Source: an optimization exercise on an open RTL-to-GDS flow (aim: small area, a short achievable clock period and few clock cycles per item). Production flows keep margins and buffers that such runs may drop. The RTL was checked by simulation tests, not by an equivalence proof against the original design.

==> design/flow/design.v <==
package rfa_pkg;
    localparam int U_W   = 32;      
    localparam int V_W   = 32;      
    localparam int NUM_W = 33;      
    localparam int DEN_W = 32;      
    localparam int SH    = 4;       
    localparam logic [2:0] OP_ADD = 3'd0;
    localparam logic [2:0] OP_SUB = 3'd1;
    localparam logic [2:0] OP_MUL = 3'd2;
    localparam logic [2:0] OP_DIV = 3'd3;
    localparam logic [2:0] OP_CMP = 3'd4;
    typedef enum logic [2:0] {
        S_IDLE,
        S_MUL1,
        S_MUL2,
        S_MUL3,
        S_MUL4,
        S_GCD
    } state_t;
endpackage
module rfa_ctrl (
    input  logic              clk,
    input  logic              rst_n,
    input  logic              in_valid,
    output logic              in_stall,
    output logic              out_valid,
    input  logic              out_stall,
    input  logic              is_fault,
    input  logic              is_cmp,
    input  logic              is_muldiv,
    input  logic              gcd_done,
    output rfa_pkg::state_t   state,
    output logic              slot_free,
    output logic              take
);
    localparam rfa_pkg::state_t S_IDLE = rfa_pkg::S_IDLE;
    localparam rfa_pkg::state_t S_MUL1 = rfa_pkg::S_MUL1;
    localparam rfa_pkg::state_t S_MUL2 = rfa_pkg::S_MUL2;
    localparam rfa_pkg::state_t S_MUL3 = rfa_pkg::S_MUL3;
    localparam rfa_pkg::state_t S_MUL4 = rfa_pkg::S_MUL4;
    localparam rfa_pkg::state_t S_GCD  = rfa_pkg::S_GCD;
    rfa_pkg::state_t state_reg, state_next;
    logic            ov_reg, finish, can_take;
    assign slot_free = !ov_reg || !out_stall;
    always_comb
    begin
        state_next = state_reg;
        finish     = 1'b0;
        unique case (state_reg)
            S_IDLE:
                state_next = S_IDLE;
            S_MUL1:
                if (slot_free)
                begin
                    if (is_fault)
                    begin
                        finish     = 1'b1;
                        state_next = S_IDLE;
                    end
                    else
                    begin
                        state_next = S_MUL2;
                    end
                end
            S_MUL2:
                state_next = S_MUL3;
            S_MUL3:
                state_next = is_muldiv ? S_GCD : S_MUL4;
            S_MUL4:
                if (is_cmp)
                begin
                    finish     = 1'b1;
                    state_next = S_IDLE;
                end
                else
                begin
                    state_next = S_GCD;
                end
            S_GCD:
                if (gcd_done)
                begin
                    finish     = 1'b1;
                    state_next = S_IDLE;
                end
            default:
                state_next = S_IDLE;
        endcase
        can_take = (state_reg == S_IDLE) || (finish && state_reg != S_MUL1);
        take     = in_valid && can_take;
        if (take)
            state_next = S_MUL1;
    end
    always_ff @(posedge clk or negedge rst_n)
    begin
        if (!rst_n)
        begin
            state_reg <= S_IDLE;
            ov_reg    <= 1'b0;
        end
        else
        begin
            state_reg <= state_next;
            if (finish)
                ov_reg <= 1'b1;
            else if (!out_stall)
                ov_reg <= 1'b0;
        end
    end
    assign state     = state_reg;
    assign in_stall  = !can_take;
    assign out_valid = ov_reg;
endmodule
module rfa_datapath (
    input  logic                 clk,
    input  rfa_pkg::state_t      state,
    input  logic                 slot_free,
    input  logic                 take,
    input  logic [2:0]           in_op,
    input  logic [15:0]          in_num_a,
    input  logic [15:0]          in_den_a,
    input  logic [15:0]          in_num_b,
    input  logic [15:0]          in_den_b,
    output logic                 is_fault,
    output logic                 is_cmp,
    output logic                 is_muldiv,
    output logic                 gcd_done,
    output logic [32:0]          out_num,
    output logic [30:0]          out_den,
    output logic                 out_less,
    output logic                 out_equal,
    output logic                 out_fault
);
    localparam int U_W   = rfa_pkg::U_W;
    localparam int V_W   = rfa_pkg::V_W;
    localparam int NUM_W = rfa_pkg::NUM_W;
    localparam int DEN_W = rfa_pkg::DEN_W;
    localparam int SH    = rfa_pkg::SH;
    localparam int SH_W  = $clog2(SH + 1);
    localparam logic [2:0] OP_ADD = rfa_pkg::OP_ADD;
    localparam logic [2:0] OP_SUB = rfa_pkg::OP_SUB;
    localparam logic [2:0] OP_MUL = rfa_pkg::OP_MUL;
    localparam logic [2:0] OP_DIV = rfa_pkg::OP_DIV;
    localparam logic [2:0] OP_CMP = rfa_pkg::OP_CMP;
    localparam rfa_pkg::state_t S_IDLE = rfa_pkg::S_IDLE;
    localparam rfa_pkg::state_t S_MUL1 = rfa_pkg::S_MUL1;
    localparam rfa_pkg::state_t S_MUL2 = rfa_pkg::S_MUL2;
    localparam rfa_pkg::state_t S_MUL3 = rfa_pkg::S_MUL3;
    localparam rfa_pkg::state_t S_MUL4 = rfa_pkg::S_MUL4;
    localparam rfa_pkg::state_t S_GCD  = rfa_pkg::S_GCD;
    logic             fault_r, cmp_r, muldiv_r, mul_r, div_r, sub_r;
    logic             sna_r, sda_r, snb_r, sdb_r;
    logic [U_W-1:0]   u;
    logic [V_W-1:0]   v;
    logic [NUM_W-1:0] m00, m01;
    logic [31:0]      m10;
    logic [30:0]      m11;
    logic             less_r, equal_r, flt_r;
    logic [15:0]      mx, my;
    logic             sgn_d;
    logic [NUM_W-1:0] ps, pc;
    logic             selx_r;
    logic             selx_n, sely_n, mneg_n;
    logic [7:0]       b_one_n, b_two_n, b_neg_n, b_one_r, b_two_r, b_neg_r;
    always_comb
    begin
        sgn_d = sda_r ^ sdb_r;
        mx    = selx_r ? m10[31:16] : u[15:0];
        selx_n = 1'b1;
        sely_n = 1'b0;
        mneg_n = sgn_d;
        if (take)
        begin
            selx_n = 1'b0;
            sely_n = (in_op == OP_MUL);
            if (in_op == OP_MUL)
                mneg_n = in_num_a[15] ^ in_num_b[15];
            else if (in_op == OP_DIV)
                mneg_n = in_num_a[15] ^ in_den_b[15];
            else
                mneg_n = in_den_a[15] ^ in_den_b[15];
        end
        else if (state == S_MUL1 && !mul_r)
        begin
            sely_n = 1'b1;
            mneg_n = div_r ? (sda_r ^ snb_r) : (sgn_d ^ !(sub_r || cmp_r));
        end
    end
    logic [15:0] y_in, y_held;
    logic [7:0]  in_one, in_two, in_b2, hd_one, hd_two, hd_b2;
    logic        in_neg;
    function automatic logic [23:0] booth_enc(input logic [15:0] y);
        logic [16:0] ye;
        ye = {y, 1'b0};
        for (int i = 0; i < 8; i++)
        begin
            booth_enc[i]      = ye[2*i+1] ^ ye[2*i];
            booth_enc[8 + i]  = (ye[2*i+2] & !ye[2*i+1] & !ye[2*i])
                                | (!ye[2*i+2] & ye[2*i+1] & ye[2*i]);
            booth_enc[16 + i] = ye[2*i+2];
        end
    endfunction
    always_comb
    begin
        y_in   = (in_op == OP_MUL) ? in_num_b : in_den_b;
        y_held = sely_n ? u[31:16] : m10[15:0];
        {in_b2, in_two, in_one} = booth_enc(y_in);
        {hd_b2, hd_two, hd_one} = booth_enc(y_held);
        in_neg  = mneg_n;
        b_one_n = take ? in_one : hd_one;
        b_two_n = take ? in_two : hd_two;
        b_neg_n = (take ? in_b2 : hd_b2) ^ {8{mneg_n}};
    end
    always_ff @(posedge clk)
    begin
        if (take || (state == S_MUL1 && slot_free) || state == S_MUL2)
        begin
            selx_r  <= selx_n;
            b_one_r <= b_one_n;
            b_two_r <= b_two_n;
            b_neg_r <= b_neg_n;
        end
    end
    rfa_booth_mul u_mul (
        .x   (mx),
        .one (b_one_r),
        .two (b_two_r),
        .dn  (b_neg_r),
        .s   (ps),
        .c   (pc)
    );
    logic             comb_mode, ue, ve;
    always_ff @(posedge clk)
        comb_mode <= (state == S_MUL3) && !muldiv_r;
    logic [U_W:0]     d_uv, d_vu;
    logic [NUM_W-1:0] sum0;
    logic [30:0]      sum1;
    logic             u_ge_v, u_eq_v, u_zero;
    rfa_sub2 #(.W(U_W + 1)) u_sub (
        .a    ({ue, u}),
        .b    ({ve, v}),
        .d_ab (d_uv),
        .d_ba (d_vu)
    );
    always_comb
    begin
        ue     = comb_mode & u[U_W-1];
        ve     = comb_mode & v[V_W-1];
        u_ge_v = !d_uv[U_W];
        u_eq_v = (u == v);
        u_zero = (u == '0);
        sum0   = m00 + m01;
        sum1   = m10[30:0] + m11;
    end
    logic             u_odd, v_odd, both_even, u_even, v_even, sub_u, sub_v;
    logic [SH:0]      t_low;
    logic [SH_W-1:0]  sh_u, sh_v, sh_t, sh_c, shu, shv, sh0, sh1;
    logic [U_W-1:0]   u_src, u_shr;
    logic [V_W-1:0]   v_src, v_shr;
    logic [NUM_W-1:0] m00_step, m01_step;
    logic [31:0]      m10_step;
    logic [30:0]      m11_step;
    function automatic logic [SH_W-1:0] tz(input logic [SH:0] w);
        tz = SH_W'(SH);
        for (int i = SH - 1; i >= 0; i--)
            if (w[i]) tz = SH_W'(i);
    endfunction
    always_comb
    begin
        u_odd     = u[0];
        v_odd     = v[0];
        both_even = !u_odd && !v_odd && !comb_mode;
        u_even    = !u_odd && v_odd && !comb_mode;
        v_even    = u_odd && !v_odd && !comb_mode;
        sub_u     = (u_odd && v_odd || comb_mode) && u_ge_v;
        sub_v     = (u_odd && v_odd || comb_mode) && !u_ge_v;
        t_low     = d_uv[SH:0];
        sh_u      = tz(u[SH:0]);
        sh_v      = tz(v[SH:0]);
        sh_t      = comb_mode ? '0 : tz(t_low);
        sh_c      = (sh_u < sh_v) ? sh_u : sh_v;
        shu = both_even ? sh_c : u_even ? sh_u : sub_u ? sh_t : '0;
        shv = both_even ? sh_c : v_even ? sh_v : sub_v ? sh_t : '0;
        sh0 = u_even ? sh_u : sub_u ? sh_t : '0;
        sh1 = v_even ? sh_v : sub_v ? sh_t : '0;
        u_src = sub_u ? d_uv[U_W-1:0] : u;
        v_src = sub_v ? d_vu[V_W-1:0] : v;
        u_shr = u_src >> shu;
        v_shr = v_src >> shv;
        m00_step = sub_v ? sum0 : (m00 << sh0);
        m10_step = sub_v ? 32'(sum1) : (m10 << sh0);
        m01_step = sub_u ? sum0 : (m01 << sh1);
        m11_step = sub_u ? sum1 : (m11 << sh1);
    end
    assign gcd_done = u_zero || (u_odd && v_odd && u_eq_v);
    logic fault_in;
    always_comb
    begin
        fault_in = (in_den_a == '0) || (in_den_b == '0) || (in_op > OP_CMP)
                   || ((in_op == OP_DIV) && (in_num_b == '0));
    end
    logic init_m, arith, neg_md, x_in_v;
    always_comb
    begin
        unique case (state)
            S_MUL1:  init_m = fault_r && slot_free;
            S_MUL3:  init_m = muldiv_r;
            S_MUL4:  init_m = 1'b1;
            default: init_m = 1'b0;
        endcase
        arith  = !fault_r && !cmp_r;
        neg_md = sna_r ^ snb_r ^ sda_r ^ sdb_r;
        x_in_v = comb_mode && !u_ge_v && arith;
    end
    always_ff @(posedge clk)
    begin
        unique case (state)
            S_MUL1:
            begin
                if (slot_free)
                begin
                    m00 <= ps;
                    m01 <= pc;
                end
            end
            S_MUL2:
            begin
                u   <= U_W'(sum0);
                m00 <= ps;
                m01 <= pc;
            end
            S_MUL3:
            begin
                v   <= V_W'(sum0);
                m00 <= ps;
                m01 <= pc;
            end
            S_MUL4:
            begin
                u <= u_ge_v ? u_shr : U_W'(sum0);
                v <= u_ge_v ? V_W'(sum0) : v_shr;
            end
            S_GCD:
            begin
                u   <= u_shr;
                v   <= v_shr;
                m00 <= m00_step;
                m01 <= m01_step;
                m10 <= m10_step;
                m11 <= m11_step;
            end
            default: ;
        endcase
        if (init_m)
        begin
            m00     <= (!arith || x_in_v) ? '0 : ((muldiv_r && neg_md) ? '1 : NUM_W'(1));
            m01     <= x_in_v ? '1 : '0;
            m11     <= 31'(arith && !x_in_v);
            less_r  <= !fault_r && cmp_r && d_uv[U_W];
            equal_r <= !fault_r && cmp_r && u_eq_v;
            flt_r   <= fault_r;
        end
        if (init_m && state != S_MUL1)
            m10 <= 32'(x_in_v);
        if (take)
        begin
            fault_r  <= fault_in;
            cmp_r    <= (in_op == OP_CMP);
            muldiv_r <= (in_op == OP_MUL) || (in_op == OP_DIV);
            mul_r    <= (in_op == OP_MUL);
            div_r    <= (in_op == OP_DIV);
            sub_r    <= (in_op == OP_SUB);
            sna_r    <= in_num_a[15];
            sda_r    <= in_den_a[15];
            snb_r    <= in_num_b[15];
            sdb_r    <= in_den_b[15];
            u        <= {in_num_b, in_num_a};
            m10      <= {in_den_a, in_den_b};
        end
    end
    assign is_fault  = fault_r;
    assign is_cmp    = cmp_r;
    assign is_muldiv = muldiv_r;
    assign out_num   = m01;
    assign out_den   = m11;
    assign out_less  = less_r;
    assign out_equal = equal_r;
    assign out_fault = flt_r;
endmodule
module rfa_booth_mul (
    input  logic [15:0] x,
    input  logic [7:0]  one,
    input  logic [7:0]  two,
    input  logic [7:0]  dn,
    output logic [32:0] s,
    output logic [32:0] c
);
    localparam int W = 33;
    logic [17:0]  xe;
    logic [W-1:0] rows [0:8];
    logic [W-1:0] a0, b0, a1, b1, a2, b2, c0, d0, c1, d1, e0, f0;
    localparam logic [W-1:0] K_ROW = W'(-(64'h0002_0000 + 64'h0008_0000 + 64'h0020_0000
                                          + 64'h0080_0000 + 64'h0200_0000 + 64'h0800_0000
                                          + 64'h2000_0000 + 64'h8000_0000));
    assign xe    = {{2{x[15]}}, x};
    for (genvar i = 0; i < 8; i++)
    begin : g_pp
        logic [17:0] pp;
        assign pp = (({18{one[i]}} & xe) | ({18{two[i]}} & {xe[16:0], 1'b0})) ^ {18{dn[i]}};
        assign rows[i] = W'({!pp[17], pp[16:0]}) << (2 * i);
    end
    always_comb
    begin
        rows[8] = K_ROW;
        for (int i = 0; i < 8; i++)
            rows[8][2*i] = dn[i];
    end
    function automatic logic [W-1:0] fa_s(input logic [W-1:0] p, input logic [W-1:0] q,
                                          input logic [W-1:0] r);
        fa_s = p ^ q ^ r;
    endfunction
    function automatic logic [W-1:0] fa_c(input logic [W-1:0] p, input logic [W-1:0] q,
                                          input logic [W-1:0] r);
        fa_c = ((p & q) | (p & r) | (q & r)) << 1;
    endfunction
    assign a0 = fa_s(rows[0], rows[1], rows[2]);
    assign b0 = fa_c(rows[0], rows[1], rows[2]);
    assign a1 = fa_s(rows[3], rows[4], rows[5]);
    assign b1 = fa_c(rows[3], rows[4], rows[5]);
    assign a2 = fa_s(rows[6], rows[7], rows[8]);
    assign b2 = fa_c(rows[6], rows[7], rows[8]);
    assign c0 = fa_s(a0, b0, a1);
    assign d0 = fa_c(a0, b0, a1);
    assign c1 = fa_s(b1, a2, b2);
    assign d1 = fa_c(b1, a2, b2);
    assign e0 = fa_s(c0, d0, c1);
    assign f0 = fa_c(c0, d0, c1);
    assign s  = fa_s(e0, f0, d1);
    assign c  = fa_c(e0, f0, d1);
endmodule
module rfa_sub2 #(
    parameter int W = 33
) (
    input  logic [W-1:0] a,
    input  logic [W-1:0] b,
    output logic [W-1:0] d_ab,
    output logic [W-1:0] d_ba
);
    localparam int L = $clog2(W);
    logic [W-1:0] g [0:L];
    logic [W-1:0] p [0:L];
    logic [W-1:0] p0;
    assign p0   = a ^ ~b;
    assign g[0] = a & ~b;
    assign p[0] = p0;
    for (genvar l = 0; l < L; l++)
    begin : g_lvl
        for (genvar i = 0; i < W; i++)
        begin : g_bit
            if (i >= (1 << l))
            begin : g_node
                assign g[l+1][i] = g[l][i] | (p[l][i] & g[l][i-(1<<l)]);
                assign p[l+1][i] = p[l][i] & p[l][i-(1<<l)];
            end
            else
            begin : g_pass
                assign g[l+1][i] = g[l][i];
                assign p[l+1][i] = p[l][i];
            end
        end
    end
    logic [W-1:0] c0, c1;
    assign c0 = {g[L][W-2:0], 1'b0};
    assign c1 = {g[L][W-2:0] | p[L][W-2:0], 1'b1};
    assign d_ab = p0 ^ c1;
    assign d_ba = ~(p0 ^ c0);
endmodule
module rational_fraction_alu (
    input  logic        clk,
    input  logic        rst_n,
    input  logic        in_valid,
    output logic        in_stall,
    input  logic [2:0]  in_op,
    input  logic [15:0] in_num_a,
    input  logic [15:0] in_den_a,
    input  logic [15:0] in_num_b,
    input  logic [15:0] in_den_b,
    output logic        out_valid,
    input  logic        out_stall,
    output logic [32:0] out_num,
    output logic [30:0] out_den,
    output logic        out_less,
    output logic        out_equal,
    output logic        out_fault
);
    rfa_pkg::state_t state;
    logic            slot_free, take;
    logic            is_fault, is_cmp, is_muldiv, gcd_done;
    rfa_ctrl u_ctrl (
        .clk       (clk),
        .rst_n     (rst_n),
        .in_valid  (in_valid),
        .in_stall  (in_stall),
        .out_valid (out_valid),
        .out_stall (out_stall),
        .is_fault  (is_fault),
        .is_cmp    (is_cmp),
        .is_muldiv (is_muldiv),
        .gcd_done  (gcd_done),
        .state     (state),
        .slot_free (slot_free),
        .take      (take)
    );
    rfa_datapath u_datapath (
        .clk       (clk),
        .state     (state),
        .slot_free (slot_free),
        .take      (take),
        .in_op     (in_op),
        .in_num_a  (in_num_a),
        .in_den_a  (in_den_a),
        .in_num_b  (in_num_b),
        .in_den_b  (in_den_b),
        .is_fault  (is_fault),
        .is_cmp    (is_cmp),
        .is_muldiv (is_muldiv),
        .gcd_done  (gcd_done),
        .out_num   (out_num),
        .out_den   (out_den),
        .out_less  (out_less),
        .out_equal (out_equal),
        .out_fault (out_fault)
    );
endmodule
==> design/flow/flow/run.sh <==
#!/bin/bash
export SETUP_SLACK_MARGIN=5.8
bash standard.sh > standard.log 2>&1
==> design/flow/standard.sh <==
#!/bin/bash
# synth_recipe.tcl (not shown) runs the flow's synth.tcl, then flattens the netlist and writes it again
# the make line also repeats each setting of config.mk as NAME=value (left out here)
make -C /OpenROAD-flow-scripts/flow DESIGN_CONFIG=/design/flow/config.mk WORK_HOME=/design/flow/orfs CLKGATE_MAP_FILE= SYNTH_SCRIPT=/design/flow/synth_recipe.tcl "${@:-finish}"
==> design/flow/config.mk <==
export PLATFORM = sky130hd
export DESIGN_NAME = rational_fraction_alu
export DESIGN_NICKNAME = rational_fraction_alu
export VERILOG_FILES = /design/flow/design.v
export SDC_FILE = /design/flow/constraint.sdc
export NUM_CORES = 4
export LEC_CHECK = 0
export CAP_MARGIN = 20
export CORE_MARGIN = 2
export CORE_UTILIZATION = 50
export PLACE_DENSITY = 0.65
export SLEW_MARGIN = 20
==> design/flow/constraint.sdc <==
create_clock -name core_clock -period 10.0 [get_ports {clk}]
set_input_delay 2.0000 -clock core_clock [delete_from_list [all_inputs] [get_ports {clk}]]
set_output_delay 2.0000 -clock core_clock [all_outputs]
set_load 0.01 [all_outputs]
==> results.json, run 1 <==
{
  "status": "complete, but fails checks",
  "violations": "capacitance limit, slew limit",
  "core_region_area_sq_mm": 0.06058,
  "period_share_pct": 49.06,
  "synthArstFlopShare_pct": 1.695,
  "yosys-top-cells-count": "mux2i_1 (338), nand2_1 (257), edfxtp_1 (231), o21ai_0 (220), a21oi_1 (198)",
  "timing.max_slew.rel_slack_pct": -6.529,
  "die_h_microns": 252.0,
  "mappedNetlistNets": 3838,
  "crit_buf_inv": 2,
  "crit_family": "simple AND/OR/NAND/NOR gates",
  "synth_area_sq_mm": 0.03074,
  "setup_repair_after_global_routing_missed_its_margin": "true",
  "critical_path.max_fanout": 2,
  "design.die.area_sq_mm": 0.06349,
  "clock.fmax_ghz": 0.2038,
  "grt_antenna_before_repair": 12,
  "tritoncts.num_buffers": 34,
  "ant_nets": 0,
  "ys.flop_type": "edfxtp_1",
  "synth-edff-count": 231,
  "worstSetupEndpointType": "output port",
  "finalCriticalPeriod_ps": 4906,
  "ios": 140,
  "syn_avg_cell_area_sq_um": 8.739,
  "first_global_vias": 30627,
  "preCtsSetupSlack_ps": 3930,
  "global_route.overflow_total": 0,
  "synth.area.top_cells": "edfxtp_1 (23%), mux2i_1 (11%), ha_1 (6.3%), fa_1 (6.1%), xnor2_1 (5.1%)",
  "worstSetupStartpointType": "flip-flop",
  "route.detailed.wl_per_inst_microns": 32.47,
  "timing.critical_path.required_ps": 8000,
  "drt_iter0_drc": 5369,
  "final_layout_size_suffix_gt1_share_pct": 19.37,
  "grt_first_pass_wirelength_microns": 205500,
  "finalNonFillerCells": 4527,
  "die-width_microns": 252.0,
  "via_count": 32676,
  "ys.warnings.count": 7,
  "syn_to_final_growth_pct": 24.00,
  "skew_ps": 32.98,
  "cp_slowest_cell": "edfxtp_1",
  "finalWirelength_microns": 147000,
  "hold_viol_final": 0,
  "global_route.usage.total_pct": 43.63,
  "grt_max_degree": 66,
  "routabilityCongestion": 1.028,
  "max_cap_violations": 1,
  "max_slew.worst_pin.slew_ps": 1587,
  "post_dr_vias_cell": 7.218,
  "synth.most_common_cell": "mux2i_1",
  "clock_sinks": 236,
  "htree_levels": 2,
  "drtPass1Iterations": 8,
  "tritoncts_clock_tree": "built",
  "class_of_the_most_critical_hold_timing_path": "flip-flop to flip-flop",
  "largestRegisters": "u_datapath.m00: 33 flops, u_datapath.m01: 33 flops",
  "final-setup-viol-count": 0,
  "register_bit_count_reported_by_yosys": 236,
  "row_count": 90,
  "maxSlewViolCount": 7,
  "port_buffers": 139,
  "drc_violations_left": 0,
  "root_buffer": "clkbuf_16",
  "layout.core_utilization_pct": 62.92,
  "timing.critical_path.slowest_cell_delay_ps": 530,
  "cts.reportedPaths.clkPinSlew_ps": 60,
  "library_cell_occupying_the_most_area_in_the_post_synthesis_netlist": "edfxtp_1",
  "totalNegativeSetupSlack_ps": 0,
  "dpl.cell_count": 4223,
  "design.final.nets": 4033,
  "clock_latency_at_the_later_pin_of_the_worst_skew_pair_ps": 590,
  "synth.top_cell.area_share_pct": 22.56,
  "timing.setup.critical_path_class": "flip-flop to output port",
  "initial_utilization_pct": 50.75,
  "synth.distinct_cells": 103,
  "netlist_instances": 3518,
  "synth-seq-area-share_pct": 22.95,
  "timing.critical_path.cells": "ha_4 -> nand4_1 -> nor4_4 -> a41o_4 -> a31oi_1 -> nor2_1 -> inv_1 -> buf_2",
  "setup_slack_ps": 5094,
  "cts_hold_buffers": 0,
  "place.detailed.hpwl_microns": 103000,
  "cts_buffer_depth": 3,
  "critical_path_arrival_ps": 2910
}
cells in the final DEF (no fill, tap or decap), types with 138 or more instances in the layout:
master | netlist | final
clkdlybuf4s50_1 | 0 | 138
nor2_1 | 178 | 160
o21ai_0 | 220 | 180
buf_4 | 21 | 206
inv_1 | 160 | 141
nand2_1 | 257 | 245
edfxtp_1 | 231 | 231
a21oi_1 | 198 | 187
xnor2_1 | 180 | 163
mux2i_1 | 338 | 326
layout make-up:
cell class              count  area (sq um)
repair buffers            426          4446
fillers                  5102         22460
clock buffers              41         907.1
multi-input cells        2850         23850
flip-flops and latches    236          7057
repair inverters            2         15.01
well taps                 782         978.4
inverters                 163         626.9
clock inverters            20         222.7
diodes                      7         17.52
worst register-to-register path, cell delays in order, from the launching register on:
cell,delay [ps]
edfxtp_1,530
buf_4,200
buf_6,100
buf_6,120
mux2_4,340
buf_6,150
buf_6,120
a22oi_2,210
xnor2_2,110
fa_1,600
fa_2,470
fa_1,510
inv_1,60
fa_2,520
o21ai_2,80
a222oi_1,330
cell families (layout without fill, tap and decap cells):
group	after synthesis	after routing	share of synthesized area [%]
flip-flops	236	236	22.95
AND/OR/NAND/NOR	796	800	12.41
XOR/XNOR	282	282	8.034
buffers and inverters	438	652	6.162
adder cells (fa/ha/maj)	249	249	12.40
AO/OA/AOI/OAI	1135	1137	25.27
multiplexers	382	382	12.76
other	0	7	0
repair_timing:
item | CTS | global route
setup buffers | 118 | 94
setup endpoints to repair | 278 | 263
pin swaps | 103 | 91
gates resized for setup | 343 | 164
gates cloned | 12 | 11
stage by stage:
stage / instance area (sq um) / hold WS (ps)
2_1_floorplan: 30760 / 482.8
3_3_place_gp: 32350 / 573.0
3_5_place_dp: 32410 / 576.9
4_1_cts: 36280 / 598.2
5_1_grt: 38110 / 611.3
6_report: 38120 / 600.0
worst paths after layout:
kind | start | endpoint | slack [ps] | cells after the start
setup / recovery | u_datapath.u[6] | in_stall | 5090 | 8
hold / removal | u_ctrl.ov_reg | u_ctrl.ov_reg | 600 | 2
setup reg to reg | u_datapath.u[6] | u_datapath.m00[15] | 5310 | 15
hold reg to reg | u_ctrl.ov_reg | u_ctrl.ov_reg | 600 | 2
max in group asynchronous | rst_n | u_ctrl.state_reg[1] | 8190 | 1
min in group asynchronous | rst_n | u_ctrl.ov_reg | 1630 | 1
routing by layer:
metal  vias to the layer above  routed length [microns]  global-route usage, %
met5                         -                      184                      0
met1                     15662                    52760                  55.97
li1                      13671                        -                      -
met2                      2669                    59840                  63.02
met4                        14                    13420                  29.75
met3                       660                    20800                  13.07
Testbench counts, summed over its fixed seeds: cycles 70,941, items 4,800.
==> inputs of run 2 (changes only) <==
--- a/design/flow/design.v
+++ b/design/flow/design.v
@@ -252,5 +252,5 @@
         sum1   = m10[30:0] + m11;
     end
-    logic             u_odd, v_odd, both_even, u_even, v_even, sub_u, sub_v;
+    logic             gcd_act, u_odd, v_odd, both_even, u_even, v_even, sub_u, sub_v;
     logic [SH:0]      t_low;
     logic [SH_W-1:0]  sh_u, sh_v, sh_t, sh_c, shu, shv, sh0, sh1;
@@ -269,9 +269,10 @@
         u_odd     = u[0];
         v_odd     = v[0];
-        both_even = !u_odd && !v_odd && !comb_mode;
-        u_even    = !u_odd && v_odd && !comb_mode;
-        v_even    = u_odd && !v_odd && !comb_mode;
-        sub_u     = (u_odd && v_odd || comb_mode) && u_ge_v;
-        sub_v     = (u_odd && v_odd || comb_mode) && !u_ge_v;
+        gcd_act   = (state == S_GCD);
+        both_even = !u_odd && !v_odd && gcd_act;
+        u_even    = !u_odd && v_odd && gcd_act;
+        v_even    = u_odd && !v_odd && gcd_act;
+        sub_u     = (u_odd && v_odd && gcd_act || comb_mode) && u_ge_v;
+        sub_v     = (u_odd && v_odd && gcd_act || comb_mode) && !u_ge_v;
         t_low     = d_uv[SH:0];
         sh_u      = tz(u[SH:0]);
@@ -312,43 +313,21 @@
         x_in_v = comb_mode && !u_ge_v && arith;
     end
+    logic mul_load;
+    always_comb
+        mul_load = (state == S_MUL1 && slot_free) || state == S_MUL2 || state == S_MUL3;
     always_ff @(posedge clk)
     begin
-        unique case (state)
-            S_MUL1:
-            begin
-                if (slot_free)
-                begin
-                    m00 <= ps;
-                    m01 <= pc;
-                end
-            end
-            S_MUL2:
-            begin
-                u   <= U_W'(sum0);
-                m00 <= ps;
-                m01 <= pc;
-            end
-            S_MUL3:
-            begin
-                v   <= V_W'(sum0);
-                m00 <= ps;
-                m01 <= pc;
-            end
-            S_MUL4:
-            begin
-                u <= u_ge_v ? u_shr : U_W'(sum0);
-                v <= u_ge_v ? V_W'(sum0) : v_shr;
-            end
-            S_GCD:
-            begin
-                u   <= u_shr;
-                v   <= v_shr;
-                m00 <= m00_step;
-                m01 <= m01_step;
-                m10 <= m10_step;
-                m11 <= m11_step;
-            end
-            default: ;
-        endcase
+        if (state == S_MUL2 || (state == S_MUL4 && !u_ge_v))
+            u <= U_W'(sum0);
+        else
+            u <= u_shr;
+        if (state == S_MUL3 || (state == S_MUL4 && u_ge_v))
+            v <= V_W'(sum0);
+        else
+            v <= v_shr;
+        m00 <= mul_load ? ps : m00_step;
+        m01 <= mul_load ? pc : m01_step;
+        m10 <= m10_step;
+        m11 <= m11_step;
         if (init_m)
         begin
==> design/flow/run.sh (new file) <==
#!/bin/bash
# synth_recipe.tcl (not shown) runs the flow's synth.tcl, then flattens the netlist and writes it again
# the make line also repeats each setting of config.mk as NAME=value (left out here)
make -C /OpenROAD-flow-scripts/flow DESIGN_CONFIG=/design/flow/config.mk WORK_HOME=/design/flow/orfs CLKGATE_MAP_FILE= SYNTH_SCRIPT=/design/flow/synth_recipe.tcl finish
--- a/design/flow/config.mk
+++ b/design/flow/config.mk
@@ -8,5 +8,6 @@
 export CAP_MARGIN = 20
 export CORE_MARGIN = 2
-export CORE_UTILIZATION = 50
-export PLACE_DENSITY = 0.65
+export CORE_UTILIZATION = 40
+export PLACE_DENSITY = 0.6
+export SETUP_SLACK_MARGIN = 5
 export SLEW_MARGIN = 20
removed: design/flow/flow/run.sh
removed: design/flow/standard.sh
==> run 2 against run 1 <==
Effect of this change: the run now finishes clean; via count decreased by 1.5%; clock skew down 17 ps; critical path depth unchanged; area after synthesis is 1.4% lower; highest routed layer unchanged.
==> results.json, run 2 <==
{
  "grt_first_pass_wirelength_microns": 198100,
  "setup_repair_after_global_routing_missed_its_margin": "true",
  "cp_slowest_cell": "ha_1",
  "first_global_vias": 29801,
  "n_fill_cell": 7407,
  "initial_utilization_pct": 40.56,
  "synth.distinct_cells": 110,
  "finalCriticalPeriod_ps": 5157,
  "critical_path.max_fanout": 6,
  "timing.max_slew.rel_slack_pct": 15.23,
  "class_of_the_most_critical_hold_timing_path": "flip-flop to flip-flop",
  "synthArstFlopShare_pct": 1.695,
  "max_cap_violations": 0,
  "mostFrequentLayoutCells": "mux2i_1 (316), a21oi_1 (259), nand2_1 (256)",
  "ios": 140,
  "final-setup-viol-count": 0,
  "mappedNetlistNets": 4104,
  "timing.hold.ws_ps": 538.7,
  "drc_violations_left": 0,
  "die-width_microns": 279.2,
  "ant_nets": 0,
  "yosys-top-cells-count": "mux2i_1 (316), nand2_1 (263), a21oi_1 (260), nor2_1 (215), o21ai_0 (201)",
  "multi_input_comb_area_sq_mm": 0.02366,
  "synth-edff-count": 46,
  "drtPass1Iterations": 8,
  "netlist_instances": 3784,
  "htree_levels": 1,
  "port_buffers": 139,
  "globalRouteMet1Util_pct": 43.99,
  "worstSetupStartpointType": "flip-flop",
  "root_buffer": "clkbuf_16",
  "syn_avg_cell_area_sq_um": 8.007,
  "finalNonFillerCells": 4752,
  "dpl.cell_count": 4661,
  "layout.area.seq_sq_mm": 0.005215,
  "via_count": 32176,
  "clock_sinks": 236,
  "critical_path_arrival_ps": 3160,
  "library_cell_occupying_the_most_area_in_the_post_synthesis_netlist": "dfxtp_1",
  "clock_latency_at_the_later_pin_of_the_worst_skew_pair_ps": 610,
  "route.detailed.wl_per_inst_microns": 28.56,
  "timing.critical_path.cells": "ha_1 -> nand4_1 -> nor2_1 -> and4_4 -> o211ai_1 -> and2_1 -> or2_2 -> clkdlybuf4s15_1",
  "cts_buffer_depth": 3,
  "design.final.nets": 4073,
  "grt.met2_usage_pct": 50.06,
  "skew_ps": 16.05,
  "ys.warnings.count": 7,
  "routabilityCongestion": 1.001,
  "place.detailed.hpwl_microns": 103000,
  "largestRegisters": "u_datapath.m00: 33 flops, u_datapath.m01: 33 flops",
  "timing.setup.critical_path_class": "flip-flop to output port",
  "period_share_pct": 51.57,
  "syn_to_final_growth_pct": 12.03,
  "timing.critical_path.required_ps": 8000,
  "register_bit_count_reported_by_yosys": 236,
  "finalWirelength_microns": 135700,
  "row_count": 100,
  "cts.reportedPaths.clkPinSlew_ps": 60,
  "grt_busiest_layer": "met2",
  "hold_viol_final": 0,
  "totalNegativeSetupSlack_ps": 0,
  "mostFrequentLayoutCell": "mux2i_1",
  "preCtsSetupSlack_ps": 4447,
  "die_h_microns": 279.2,
  "crit_family": "simple AND/OR/NAND/NOR gates",
  "worstSetupEndpointType": "output port",
  "setup_slack_ps": 4843,
  "global_route.overflow_total": 0,
  "crit_buf_inv": 1,
  "clock.fmax_ghz": 0.1939,
  "timing.critical_path.slowest_cell_delay_ps": 480,
  "status": "timing/DRC/antenna clean",
  "grt_antenna_before_repair": 8,
  "grtUsageMet3_pct": 7.221,
  "synth.area.top_cells": "dfxtp_1 (12%), mux2i_1 (10%), ha_1 (6.4%), fa_1 (6.1%), edfxtp_1 (4.6%)",
  "synth_area_sq_mm": 0.03030,
  "core_region_area_sq_mm": 0.07470,
  "tritoncts.num_buffers": 30,
  "maxSlewViolCount": 0,
  "tritoncts_clock_tree": "built",
  "global_route.usage.total_pct": 33.32,
  "drt_iter0_drc": 4338,
  "synth.most_common_cell": "mux2i_1",
  "design.die.area_sq_mm": 0.07797,
  "max_slew.worst_pin.slew_ps": 1262,
  "synth-seq-area-share_pct": 17.18,
  "ys.flop_type": "dfxtp_1",
  "final_layout_size_suffix_gt1_share_pct": 8.949,
  "post_dr_vias_cell": 6.771,
  "grt_max_degree": 92,
  "synth.top_cell.area_share_pct": 12.29
}
## run 2: worst register-to-register path, stage by stage (launching register included)
cell       delay, ps
edfxtp_1         410
inv_2            110
ha_1             270
inv_1             90
fa_1             430
nor2b_1          210
o31a_1           260
o211ai_2         200
and4_1           360
o2111ai_2        740
nand2_2          550
a221oi_1         500
mux2i_1          250
a221o_1          430
## run 2: cell type report
class | count | share of cell area [%]
inverter | 170 | 1.895
tap | 969 | 3.572
clock buffer | 41 | 2.602
sequential | 236 | 15.36
antenna | 6 | 0.04423
clock inverter | 15 | 0.4423
timing repair buffer | 238 | 6.384
multi-input combinational | 3077 | 69.70
## run 2: per-layer routing
| metal | up-vias | share of wire (%) |
|---|---|---|
| met1 | 15459 | 40 |
| li1 | 14136 | - |
| met3 | 447 | 11 |
| met5 | - | 0.020 |
| met4 | 4 | 6.6 |
| met2 | 2130 | 43 |
## run 2: path summary, 6_finish.rpt
path | from | end | slack [ps] | cells past startpoint
worst max-delay path | u_datapath.u[31] | in_stall | 4840 | 8
max in group asynchronous | rst_n | u_ctrl.state_reg[1] | 8220 | 1
worst min-delay path | u_ctrl.state_reg[2] | u_ctrl.state_reg[1] | 540 | 1
worst max register to register | u_datapath.v[0] | u_datapath.v[14] | 5070 | 13
min in group asynchronous | rst_n | u_ctrl.state_reg[0] | 1600 | 1
worst min register to register | u_ctrl.state_reg[2] | u_ctrl.state_reg[1] | 540 | 1
## run 2: logic make-up (layout without fill, tap and decap cells)
family	count (synthesis)	in the layout	share of synthesized area, %
adders and majority gates	249	249	12.59
muxes	368	368	12.64
AOI/OAI and AO/OA	1274	1274	28.52
buffers and inverters	471	464	6.537
other	0	6	0
xor gates and xnor gates	267	267	7.718
and+or+nand+nor	919	919	14.82
DFF	236	236	17.18
## run 2: metrics by stage
step,util [%],instance area [sq um]
floorplan,-,30300
global placement,43.12,32210
detailed placement,43.14,32230
CTS,44.88,33520
global route,45.43,33940
finish,45.44,33950
## run 2: what timing repair did
item,in CTS,in global routing
endpoints found under the setup margin,38,107
buffers inserted,9,20
gates resized for setup,42,43
hold buffers,0,0
pin swaps,3,6
Testbench counts of run 2, summed over its fixed seeds: cycles 70,941, items 4,800.
==> inputs of run 3 (changes only) <==
--- a/design/flow/config.mk
+++ b/design/flow/config.mk
@@ -8,6 +8,6 @@
 export CAP_MARGIN = 20
 export CORE_MARGIN = 2
-export CORE_UTILIZATION = 40
-export PLACE_DENSITY = 0.6
+export CORE_UTILIZATION = 55
+export PLACE_DENSITY = 0.7
 export SETUP_SLACK_MARGIN = 5
 export SLEW_MARGIN = 20
==> run 3 against run 2 <==
Effect of this change: critical path depth unchanged; area after synthesis unchanged; sequential share of layout area increased by 0.18 points; setup slack got worse by 130 ps; non-clock buffer count increased by 3.
==> results.json, run 3 <==
{
  "port_buffers": 139,
  "die-width_microns": 238.7,
  "mappedNetlistNets": 4104,
  "grt_first_pass_wirelength_microns": 197800,
  "grt_max_degree": 92,
  "ys.flop_type": "dfxtp_1",
  "ios": 140,
  "period_share_pct": 52.83,
  "row_count": 86,
  "ys.warnings.count": 7,
  "tritoncts.num_buffers": 30,
  "critical_path.max_fanout": 6,
  "synth-seq-area-share_pct": 17.18,
  "maxSlewViolCount": 0,
  "crit_family": "simple AND/OR/NAND/NOR gates",
  "crit_buf_inv": 1,
  "largestRegisters": "u_datapath.m00: 33 flops, u_datapath.m01: 33 flops",
  "global_route.overflow_total": 0,
  "drtPass1Iterations": 7,
  "htree_levels": 1,
  "timing.max_slew.rel_slack_pct": 12.15,
  "netlist_instances": 3784,
  "setup_repair_after_global_routing_missed_its_margin": "true",
  "synthArstFlopShare_pct": 1.695,
  "die_h_microns": 238.7,
  "global_route.usage.total_pct": 46.15,
  "critical_path_arrival_ps": 3280,
  "max_slew.worst_pin.slew_ps": 1313,
  "worstSetupEndpointType": "output port",
  "worstSetupStartpointType": "flip-flop",
  "finalWirelength_microns": 135500,
  "finalCriticalPeriod_ps": 5283,
  "synth_area_sq_mm": 0.03030,
  "clock_latency_at_the_later_pin_of_the_worst_skew_pair_ps": 620,
  "root_buffer": "clkbuf_16",
  "synth.area.top_cells": "dfxtp_1 (12%), mux2i_1 (10%), ha_1 (6.4%), fa_1 (6.1%), edfxtp_1 (4.6%)",
  "syn_to_final_growth_pct": 10.73,
  "status": "timing/DRC/antenna clean",
  "design.die.area_sq_mm": 0.05698,
  "timing.setup.critical_path_class": "flip-flop to output port",
  "hold_viol_final": 0,
  "ant_nets": 0,
  "place.detailed.hpwl_microns": 101300,
  "routabilityCongestion": 1.059,
  "drt_iter0_drc": 5164,
  "post_dr_vias_cell": 7.321,
  "n_fill_cell": 5076,
  "synth.top_cell.area_share_pct": 12.29,
  "timing.critical_path.slowest_cell_delay_ps": 490,
  "class_of_the_most_critical_hold_timing_path": "flip-flop to flip-flop",
  "library_cell_occupying_the_most_area_in_the_post_synthesis_netlist": "dfxtp_1",
  "cts.reportedPaths.clkPinSlew_ps": 60,
  "core_region_area_sq_mm": 0.05477,
  "final_layout_size_suffix_gt1_share_pct": 8.947,
  "multi_input_comb_area_sq_mm": 0.02365,
  "totalNegativeSetupSlack_ps": 0,
  "syn_avg_cell_area_sq_um": 8.007,
  "final-setup-viol-count": 0,
  "initial_utilization_pct": 55.32,
  "skew_ps": 29.46,
  "holdPathStages": 2,
  "cts_buffer_depth": 3,
  "yosys-top-cells-count": "mux2i_1 (316), nand2_1 (263), a21oi_1 (260), nor2_1 (215), o21ai_0 (201)",
  "mostFrequentLayoutCells": "mux2i_1 (316), a21oi_1 (259), nand2_1 (257)",
  "layout.area.seq_sq_mm": 0.005216,
  "first_global_vias": 30528,
  "max_cap_violations": 0,
  "ff2ff_path_depth": 13,
  "register_bit_count_reported_by_yosys": 236,
  "critical_path_cell_count": 8,
  "drc_violations_left": 0,
  "synth.distinct_cells": 110,
  "design.final.nets": 4076,
  "timing.critical_path.required_ps": 8000,
  "tritoncts_clock_tree": "built",
  "synth.most_common_cell": "mux2i_1",
  "via_count": 32841,
  "clock_sinks": 236,
  "layout.core_utilization_pct": 61.26,
  "mostFrequentLayoutCell": "mux2i_1",
  "clock.fmax_ghz": 0.1893,
  "route.detailed.wl_per_inst_microns": 30.22,
  "grt_antenna_before_repair": 5,
  "timing.critical_path.cells": "ha_2 -> nand4_1 -> nor2_2 -> and4_4 -> o211ai_1 -> and2_1 -> or2_2 -> dlygate4sd2_1",
  "cp_slowest_cell": "ha_2",
  "synth-edff-count": 46
}
-- run 3: per-stage QoR --
step	hold slack [ps]	worst slack, ps	instances	cell area [sq um]
final	665.8	4717	4486	33550
after global routing	687.2	4722	4482	33540
after CTS	658.1	4864	4464	33310
after detailed placement	648.1	4418	4403	31930
after global placement	644.2	4533	4403	31930
after floorplan	502.8	5573	3784	30300
-- run 3: routing by layer --
| metal | share of wire (%) | GRT usage (%) |
|---|---|---|
| met5 | 0.051 | 0 |
| met2 | 40 | 64.85 |
| met3 | 14 | 14.28 |
| met4 | 8.0 | 30.72 |
| met1 | 38 | 60.52 |
-- run 3: worst paths after layout --
kind                                       end  slack (ps)          startpoint
max in group asynchronous  u_ctrl.state_reg[2]        8210               rst_n
hold / removal              u_datapath.m11[29]         670  u_datapath.m11[29]
setup / recovery                      in_stall        4720    u_datapath.u[31]
hold reg to reg             u_datapath.m11[29]         670  u_datapath.m11[29]
setup reg to reg               u_datapath.v[3]        5060    u_datapath.u[27]
min in group asynchronous        u_ctrl.ov_reg        1600               rst_n
-- run 3: tightest hold or removal path: stages (launching register included) --
cell and delay, ps:
dfxtp_1 370, o21ai_0 180, a211oi_1 60
-- run 3: final cells by class --
type                            instances  share of cell area (%)
Antenna cell                            4                 0.02983
Clock buffer                           42                   2.584
Multi-Input combinational cell       3077                   70.50
Tap cell                              704                   2.625
Sequential cell                       236                   15.55
Clock inverter                         12                  0.3095
Timing Repair Buffer                  241                   6.485
Inverter                              170                   1.917
-- run 3: kinds of logic after synthesis --
kind of cell	synth area share, %
adders and majority gates	12.59
muxes	12.64
xor gates and xnor gates	7.718
AOI/OAI and AO/OA	28.52
DFF	17.18
and+or+nand+nor	14.82
buffers and inverters	6.537
-- run 3: timing repair --
| item | CTS | global route |
|---|---|---|
| setup endpoints to repair | 46 | 78 |
| gates cloned | 0 | 0 |
| pin swaps | 8 | 8 |
| gates resized for setup | 72 | 13 |
| setup buffers | 7 | 18 |
| hold buffers | 0 | 0 |
==> inputs of run 4 (changes only) <==
--- a/design/flow/design.v
+++ b/design/flow/design.v
@@ -42,4 +42,5 @@
     rfa_pkg::state_t state_reg, state_next;
     logic            ov_reg, finish, can_take;
+    logic            idle_r, gcd_r, m4_r;
     assign slot_free = !ov_reg || !out_stall;
     always_comb
@@ -86,5 +87,5 @@
                 state_next = S_IDLE;
         endcase
-        can_take = (state_reg == S_IDLE) || (finish && state_reg != S_MUL1);
+        can_take = idle_r || (gcd_r && gcd_done) || (m4_r && is_cmp);
         take     = in_valid && can_take;
         if (take)
@@ -97,8 +98,14 @@
             state_reg <= S_IDLE;
             ov_reg    <= 1'b0;
+            idle_r    <= 1'b1;
+            gcd_r     <= 1'b0;
+            m4_r      <= 1'b0;
         end
         else
         begin
             state_reg <= state_next;
+            idle_r    <= (state_next == S_IDLE);
+            gcd_r     <= (state_next == S_GCD);
+            m4_r      <= (state_next == S_MUL4);
             if (finish)
                 ov_reg <= 1'b1;
@@ -252,5 +259,5 @@
         sum1   = m10[30:0] + m11;
     end
-    logic             gcd_act, u_odd, v_odd, both_even, u_even, v_even, sub_u, sub_v;
+    logic             gcd_act, both_odd, u_odd, v_odd, both_even, u_even, v_even, sub_u, sub_v;
     logic [SH:0]      t_low;
     logic [SH_W-1:0]  sh_u, sh_v, sh_t, sh_c, shu, shv, sh0, sh1;
@@ -280,12 +287,13 @@
         sh_t      = comb_mode ? '0 : tz(t_low);
         sh_c      = (sh_u < sh_v) ? sh_u : sh_v;
-        shu = both_even ? sh_c : u_even ? sh_u : sub_u ? sh_t : '0;
-        shv = both_even ? sh_c : v_even ? sh_v : sub_v ? sh_t : '0;
-        sh0 = u_even ? sh_u : sub_u ? sh_t : '0;
-        sh1 = v_even ? sh_v : sub_v ? sh_t : '0;
-        u_src = sub_u ? d_uv[U_W-1:0] : u;
-        v_src = sub_v ? d_vu[V_W-1:0] : v;
-        u_shr = u_src >> shu;
-        v_shr = v_src >> shv;
+        both_odd = (u_odd && v_odd && gcd_act) || comb_mode;
+        shu = both_even ? sh_c : u_even ? sh_u : both_odd ? sh_t : '0;
+        shv = both_even ? sh_c : v_even ? sh_v : both_odd ? sh_t : '0;
+        sh0 = u_even ? sh_u : both_odd ? sh_t : '0;
+        sh1 = v_even ? sh_v : both_odd ? sh_t : '0;
+        u_src = both_odd ? d_uv[U_W-1:0] : u;
+        v_src = both_odd ? d_vu[V_W-1:0] : v;
+        u_shr = sub_v ? u : (u_src >> shu);
+        v_shr = sub_u ? v : (v_src >> shv);
         m00_step = sub_v ? sum0 : (m00 << sh0);
         m10_step = sub_v ? 32'(sum1) : (m10 << sh0);
@@ -293,5 +301,8 @@
         m11_step = sub_u ? sum1 : (m11 << sh1);
     end
-    assign gcd_done = u_zero || (u_odd && v_odd && u_eq_v);
+    logic zero_r;
+    always_ff @(posedge clk)
+        zero_r <= (state == S_MUL4 && u_eq_v) || (state == S_MUL3 && muldiv_r && u_zero);
+    assign gcd_done = zero_r || (u_odd && v_odd && u_eq_v);
     logic fault_in;
     always_comb
--- a/design/flow/config.mk
+++ b/design/flow/config.mk
@@ -8,6 +8,6 @@
 export CAP_MARGIN = 20
 export CORE_MARGIN = 2
-export CORE_UTILIZATION = 55
-export PLACE_DENSITY = 0.7
+export CORE_UTILIZATION = 40
+export PLACE_DENSITY = 0.6
 export SETUP_SLACK_MARGIN = 5
 export SLEW_MARGIN = 20
==> run 4 against run 3 <==
Effect of this change: largest cell class unchanged; critical path type unchanged; non-clock buffer count grew 18; still clean; critical endpoint unchanged; die area rose by 37%; clock skew rose by 26 ps; area after synthesis is 0.17% higher.
==> results.json, run 4 <==
{
  "library_cell_occupying_the_most_area_in_the_post_synthesis_netlist": "edfxtp_1",
  "timing.setup.critical_path_class": "flip-flop to output port",
  "final_layout_size_suffix_gt1_share_pct": 8.467,
  "global_route.overflow_total": 0,
  "worstSetupStartpointType": "flip-flop",
  "clock.fmax_ghz": 0.2030,
  "grt_first_pass_wirelength_microns": 192200,
  "port_buffers": 139,
  "postLayoutCellArea_sq_mm": 0.03436,
  "synth-edff-count": 108,
  "first_global_vias": 28962,
  "maxSlewViolCount": 0,
  "cts.reportedPaths.clkPinSlew_ps": 60,
  "place.detailed.hpwl_microns": 97830,
  "clock_latency_at_the_later_pin_of_the_worst_skew_pair_ps": 610,
  "die-width_microns": 279.5,
  "tritoncts_clock_tree": "built",
  "ios": 140,
  "root_buffer": "clkbuf_16",
  "synth.area.top_cells": "edfxtp_1 (11%), mux2i_1 (10%), dfxtp_1 (8.2%), ha_1 (6.5%), fa_1 (5.9%)",
  "tritoncts.num_buffers": 34,
  "dpl.cell_count": 4678,
  "critical_path_arrival_ps": 2930,
  "grt_max_degree": 98,
  "routabilityCongestion": 1.006,
  "setup_repair_after_global_routing_missed_its_margin": "false",
  "totalNegativeSetupSlack_ps": 0,
  "core_region_area_sq_mm": 0.07557,
  "finalCriticalPeriod_ps": 4927,
  "register_bit_count_reported_by_yosys": 240,
  "hold_viol_final": 0,
  "final-setup-viol-count": 0,
  "ys.flop_type": "dfxtp_1",
  "num_antenna_cells": 0,
  "class_of_the_most_critical_hold_timing_path": "flip-flop to flip-flop",
  "finalNonFillerCells": 4793,
  "layout.core_utilization_pct": 45.46,
  "yosys-top-cells-count": "nand2_1 (383), mux2i_1 (316), nor2_1 (302), a21oi_1 (230), o21ai_0 (216)",
  "max_cap_violations": 0,
  "grt_antenna_before_repair": 2,
  "synth_area_sq_mm": 0.03035,
  "design.final.nets": 4109,
  "finalWirelength_microns": 131100,
  "cts_buffer_depth": 3,
  "global_route.usage.total_pct": 32.44,
  "drc_violations_left": 0,
  "syn_avg_cell_area_sq_um": 7.987,
  "route.detailed.wl_per_inst_microns": 27.36,
  "status": "timing/DRC/antenna clean",
  "mostFrequentLayoutCell": "nand2_1",
  "clock_sinks": 240,
  "timing.critical_path.required_ps": 8000,
  "row_count": 101,
  "holdPathStages": 1,
  "mappedNetlistNets": 4119,
  "drtPass1Iterations": 8,
  "timing.max_slew.rel_slack_pct": 15.07,
  "synth.most_common_cell": "nand2_1",
  "netlist_instances": 3800,
  "syn_to_final_growth_pct": 13.20,
  "period_share_pct": 49.27,
  "worstSetupEndpointType": "output port",
  "ff2ff_path_depth": 11,
  "via_count": 31098,
  "max_slew.worst_pin.slew_ps": 1265,
  "synth.distinct_cells": 100,
  "synthArstFlopShare_pct": 2.917,
  "synth-seq-area-share_pct": 19.51,
  "ys.warnings.count": 7,
  "mostFrequentLayoutCells": "nand2_1 (381), mux2i_1 (314), nor2_1 (298)",
  "synth.top_cell.area_share_pct": 10.69,
  "initial_utilization_pct": 40.16,
  "largestRegisters": "u_datapath.m00: 33 flops, u_datapath.m01: 33 flops",
  "drt_iter0_drc": 3856,
  "ant_nets": 0,
  "post_place_cell_area_sq_mm": 0.03234,
  "post_dr_vias_cell": 6.488,
  "critical_path.max_fanout": 11,
  "htree_levels": 2,
  "design.die.area_sq_mm": 0.07810,
  "die_h_microns": 279.5,
  "skew_ps": 55.53
}
[run 4: per-layer routing]
layer	vias up	track usage, %	routed length (microns)
met4	2	14.30	6477
met1	15093	44.86	55310
met2	1709	49.73	56470
met5	-	0	12
li1	14008	-	-
met3	286	5.263	12840
[run 4: metrics by stage]
step / hold slack (ps) / setup WS (ps)
after floorplan: 466.3 / 5551
after global placement: 639.0 / 4865
after detailed placement: 626.0 / 4811
after CTS: 637.3 / 5117
after global routing: 672.4 / 5004
final: 650.2 / 5073
[run 4: worst paths after layout]
path | slack (ps) | start | endpoint
min in group asynchronous | 1660 | rst_n | u_ctrl.m4_r
hold / removal | 650 | u_datapath.muldiv_r | u_datapath.comb_mode
setup / recovery | 5070 | u_datapath.u[16] | in_stall
max in group asynchronous | 8030 | rst_n | u_ctrl.idle_r
hold reg to reg | 650 | u_datapath.muldiv_r | u_datapath.comb_mode
setup reg to reg | 5110 | u_ctrl.state_reg[1] | u_datapath.u[26]
[run 4: what timing repair did]
action / CTS / global route
setup buffers: 42 / 11
pin swaps: 12 / 5
gates resized for setup: 63 / 2
endpoints found under the setup margin: 1 / 1
hold buffers: 0 / 0
[run 4: cells by family (layout without fill, tap and decap cells)]
family / Yosys count / after routing / synth area share (%)
adders and majority gates: 249 / 249 / 12.48
and+or+nand+nor: 1032 / 1032 / 15.42
AOI/OAI and AO/OA: 1174 / 1174 / 26.36
buffers and inverters: 475 / 490 / 6.307
muxes: 365 / 365 / 12.28
DFF: 240 / 240 / 19.51
xor gates and xnor gates: 265 / 265 / 7.647
[run 4: layout make-up]
type	instances	area, sq um
clock buffer	47	970.9
clock inverter	14	242.7
fill	7563	41210
inverter	170	641.9
multi-input combinational	3085	23060
sequential	240	5922
tap	978	1224
timing repair buffer	259	2298
[run 4: worst max-delay path: stages (launching register included)]
cell and delay [ps]:
edfxtp_1 530, ha_4 420, nand4_1 250, nor3_4 300, a41o_4 290, a221o_1 200, inv_1 50, dlygate4sd2_1 280
Testbench counts of run 4, summed over its fixed seeds: cycles 70,941, items 4,800.
==> inputs of run 5 (changes only) <==
--- a/design/flow/design.v
+++ b/design/flow/design.v
@@ -259,4 +259,6 @@
         sum1   = m10[30:0] + m11;
     end
+    logic             md_init;
+    logic [SH_W-1:0]  sh_d, sh_m;
     logic             gcd_act, both_odd, u_odd, v_odd, both_even, u_even, v_even, sub_u, sub_v;
     logic [SH:0]      t_low;
@@ -288,10 +290,13 @@
         sh_c      = (sh_u < sh_v) ? sh_u : sh_v;
         both_odd = (u_odd && v_odd && gcd_act) || comb_mode;
-        shu = both_even ? sh_c : u_even ? sh_u : both_odd ? sh_t : '0;
-        shv = both_even ? sh_c : v_even ? sh_v : both_odd ? sh_t : '0;
+        md_init = (state == S_MUL3) && muldiv_r;
+        sh_d    = tz(sum0[SH:0]);
+        sh_m    = (sh_u < sh_d) ? sh_u : sh_d;
+        shu = both_even ? sh_c : (u_even || md_init) ? sh_u : both_odd ? sh_t : '0;
+        shv = both_even ? sh_c : v_even ? sh_v : md_init ? sh_d : both_odd ? sh_t : '0;
         sh0 = u_even ? sh_u : both_odd ? sh_t : '0;
         sh1 = v_even ? sh_v : both_odd ? sh_t : '0;
         u_src = both_odd ? d_uv[U_W-1:0] : u;
-        v_src = both_odd ? d_vu[V_W-1:0] : v;
+        v_src = both_odd ? d_vu[V_W-1:0] : md_init ? V_W'(sum0) : v;
         u_shr = sub_v ? u : (u_src >> shu);
         v_shr = sub_u ? v : (v_src >> shv);
@@ -312,4 +317,8 @@
     end
     logic init_m, arith, neg_md, x_in_v;
+    function automatic logic [NUM_W-1:0] pow2(input logic [SH_W-1:0] k, input logic ng);
+        for (int j = 0; j < NUM_W; j++)
+            pow2[j] = ng ? (j >= k) : (j == k);
+    endfunction
     always_comb
     begin
@@ -333,5 +342,5 @@
         else
             u <= u_shr;
-        if (state == S_MUL3 || (state == S_MUL4 && u_ge_v))
+        if ((state == S_MUL3 && !muldiv_r) || (state == S_MUL4 && u_ge_v))
             v <= V_W'(sum0);
         else
@@ -343,7 +352,9 @@
         if (init_m)
         begin
-            m00     <= (!arith || x_in_v) ? '0 : ((muldiv_r && neg_md) ? '1 : NUM_W'(1));
+            m00     <= (!arith || x_in_v) ? '0
+                       : muldiv_r ? pow2(SH_W'(sh_u - sh_m), neg_md) : NUM_W'(1);
             m01     <= x_in_v ? '1 : '0;
-            m11     <= 31'(arith && !x_in_v);
+            m11     <= (muldiv_r && arith) ? 31'(pow2(SH_W'(sh_d - sh_m), 1'b0))
+                                : 31'(arith && !x_in_v);
             less_r  <= !fault_r && cmp_r && d_uv[U_W];
             equal_r <= !fault_r && cmp_r && u_eq_v;
==> run 5 against run 4 <==
Effect of this change: still clean on timing, DRC and antenna; non-clock buffer count rose by 18; first-iteration DRC count rose by 11%; global-route usage fell by 0.48 points; final cell count rose by 3.0%; routed wire length rose by 0.24%; final area rose by 1.6%; core utilization rose by 0.33 points; setup slack got worse by 27 ps; hold slack got worse by 30 ps; critical path type unchanged.
==> results.json, run 5 <==
{
  "status": "timing/DRC/antenna clean",
  "yosys-top-cells-count": "nand2_1 (438), mux2i_1 (312), nor2_1 (287), a21oi_1 (270), o21ai_0 (212)",
  "synth-edff-count": 108,
  "period_share_pct": 49.54,
  "mostFrequentLayoutCell": "nand2_1",
  "skew_ps": 79.21,
  "die-width_microns": 281.8,
  "die_h_microns": 281.8,
  "port_buffers": 139,
  "global_route.overflow_total": 0,
  "row_count": 101,
  "drc_violations_left": 0,
  "finalWirelength_microns": 131400,
  "maxSlewViolCount": 0,
  "route.detailed.wl_per_inst_microns": 26.63,
  "design.die.area_sq_mm": 0.07940,
  "via_count": 31677,
  "register_bit_count_reported_by_yosys": 240,
  "mostFrequentLayoutCells": "nand2_1 (435), mux2i_1 (312), nor2_1 (279)",
  "htree_levels": 1,
  "place.detailed.hpwl_microns": 97720,
  "clock_latency_at_the_later_pin_of_the_worst_skew_pair_ps": 650,
  "synth_area_sq_mm": 0.03086,
  "library_cell_occupying_the_most_area_in_the_post_synthesis_netlist": "edfxtp_1",
  "worstSetupStartpointType": "flip-flop",
  "routabilityCongestion": 0.9876,
  "hold_viol_final": 0,
  "grt_max_degree": 97,
  "grt_first_pass_wirelength_microns": 192600,
  "syn_avg_cell_area_sq_um": 7.950,
  "totalNegativeSetupSlack_ps": 0,
  "cts_hold_buffers": 0,
  "syn_to_final_growth_pct": 13.05,
  "n_fill_cell": 7541,
  "clock_sinks": 240,
  "synth.top_cell.area_share_pct": 10.51,
  "num_antenna_cells": 0,
  "crit_buf_inv": 3,
  "critical_path_arrival_ps": 2950,
  "ys.flop_type": "dfxtp_1",
  "timing.critical_path.slowest_cell_delay_ps": 570,
  "dpl.cell_count": 4816,
  "worstSetupEndpointType": "output port",
  "finalCriticalPeriod_ps": 4954,
  "crit_family": "flip-flops",
  "cts_buffer_depth": 3,
  "mappedNetlistNets": 4210,
  "max_cap_violations": 0,
  "setup_repair_after_global_routing_missed_its_margin": "true",
  "drtPass1Iterations": 8,
  "final_layout_size_suffix_gt1_share_pct": 8.784,
  "synth.most_common_cell": "nand2_1",
  "synth.distinct_cells": 95,
  "critical_path.max_fanout": 7,
  "ys.warnings.count": 7,
  "global_route.usage.total_pct": 31.96,
  "post_dr_vias_cell": 6.419,
  "grt_antenna_before_repair": 2,
  "initial_utilization_pct": 40.50,
  "design.final.nets": 4209,
  "cp_slowest_cell": "edfxtp_1",
  "root_buffer": "clkbuf_16",
  "class_of_the_most_critical_hold_timing_path": "flip-flop to flip-flop",
  "ant_nets": 0,
  "max_slew.worst_pin.slew_ps": 1294,
  "synth.area.top_cells": "edfxtp_1 (11%), mux2i_1 (10%), dfxtp_1 (8.1%), ha_1 (6.6%), fa_1 (6.2%)",
  "tritoncts.num_buffers": 30,
  "timing.critical_path.required_ps": 8000,
  "ios": 140,
  "timing.critical_path.cells": "ha_4 -> nand4_1 -> nor4_4 -> buf_4 -> a31o_4 -> a221o_1 -> inv_1 -> dlymetal6s2s_1",
  "tritoncts_clock_tree": "built",
  "core_region_area_sq_mm": 0.07620,
  "cts.reportedPaths.clkPinSlew_ps": 70,
  "timing.setup.critical_path_class": "flip-flop to output port",
  "netlist_instances": 3882,
  "drt_iter0_drc": 4277,
  "first_global_vias": 29566,
  "clock.fmax_ghz": 0.2019,
  "synthArstFlopShare_pct": 2.917,
  "final-setup-viol-count": 0,
  "largestRegisters": "u_datapath.m00: 33 flops, u_datapath.m01: 33 flops",
  "timing.max_slew.rel_slack_pct": 13.12,
  "synth-seq-area-share_pct": 19.19,
  "finalNonFillerCells": 4935
}
==> run 5: cell families (layout without fill, tap and decap cells) <==
family          after synthesis  count (layout)  synth area share [%]
compound gates             1164            1164                 25.48
simple gates               1089            1090                 16.13
buf+inv                     491             513                 6.486
mux                         362             362                 12.07
xor+xnor                    279             279                 7.917
fa+ha+maj                   257             257                 12.73
flops                       240             240                 19.19
==> run 5: layer usage <==
metal | up-vias | wire, microns | track usage [%]
li1 | 14205 | - | -
met1 | 15302 | 54340 | 44.52
met2 | 1837 | 55210 | 48.05
met3 | 329 | 14670 | 5.403
met4 | 4 | 7195 | 14.77
met5 | - | 26 | 0
==> run 5: repair_timing <==
action                     in CTS  in global routing
pin swaps                       3                 16
setup endpoints to repair      34                177
cloned                          0                  1
gates resized for setup        57                 37
setup buffers                  36                 26
==> run 5: stage by stage <==
step	hold WS (ps)	instance area (sq um)	setup WS (ps)	util, %
global route	674.9	34890	4942	45.79
CTS	617.8	34500	4797	45.27
floorplan	555.2	30860	5585	-
global placement	603.4	32970	4608	43.27
finish	620.6	34890	5046	45.79
detailed placement	594.6	32970	4573	43.27
==> run 5: cell type report <==
type	count	area [sq um]	area share [%]
clock buffer	42	835.8	2.395
clock inverter	14	123.9	0.3550
inverter	180	675.6	1.936
multi-input combinational	3152	23580	67.58
sequential	240	5922	16.97
tap	1030	1289	3.693
timing repair buffer	277	2467	7.071
==> run 5: path summary, 6_finish.rpt <==
path | depth (start not counted) | slack (ps) | endpoint | start
hold / removal | 2 | 620 | u_ctrl.ov_reg | u_ctrl.ov_reg
setup / recovery | 8 | 5050 | in_stall | u_datapath.u[8]
max in group asynchronous | 1 | 8100 | u_ctrl.idle_r | rst_n
hold reg to reg | 2 | 620 | u_ctrl.ov_reg | u_ctrl.ov_reg
setup reg to reg | 15 | 5080 | u_datapath.u[15] | u_datapath.v[0]
min in group asynchronous | 1 | 1610 | u_ctrl.m4_r | rst_n
==> run 5: tightest hold or removal path, delay by kind of cell (launching register included) <==
kind | cells | cell delay, ps
AO/OA/AOI/OAI | 1 | 100
AND/OR/NAND/NOR | 1 | 140
flip-flops | 1 | 350
Testbench counts of run 5, summed over its fixed seeds: cycles 68,636, items 4,800.

## port drivers added, routing unchanged
How much do the figures lean on ideal ports? The routed layouts below were timed once more, with nothing changed but the port constraints. Step 1: set_driving_cell puts a clkbuf_16 on clk and a buf_2 on each other input, an assumption about the parent block. Step 2 moves the port delays by t, midway between the first and last clock arrival at a register: inputs arrive t later, outputs are due t later. That takes back most of the time a late clock gives input paths. Slacks: ideal / step 1 / step 2; pairs: ideal / step 1.
run	shift t [ns]	setup slack, ns	slew at the worst register clock pin (ns)	worst data-port slew with drivers (ns)	pins driven straight from the clock port
run 1	0.639	5.094 / 5.029 / 5.313	0.07 / 0.07	0.07	1
run 2	0.668	4.843 / 4.780 / 4.691	0.07 / 0.07	0.04	1
run 3	0.676	4.717 / 4.643 / 4.533	0.07 / 0.07	0.05	1
run 4	0.647	5.073 / 5.006 / 4.948	0.07 / 0.07	0.04	1
run 5	0.676	5.046 / 4.983 / 4.598	0.07 / 0.07	0.04	1
For run 5, which loses most, drivers alone change the setup slack by -0.063 ns; drivers and shift together by -0.448 ns.
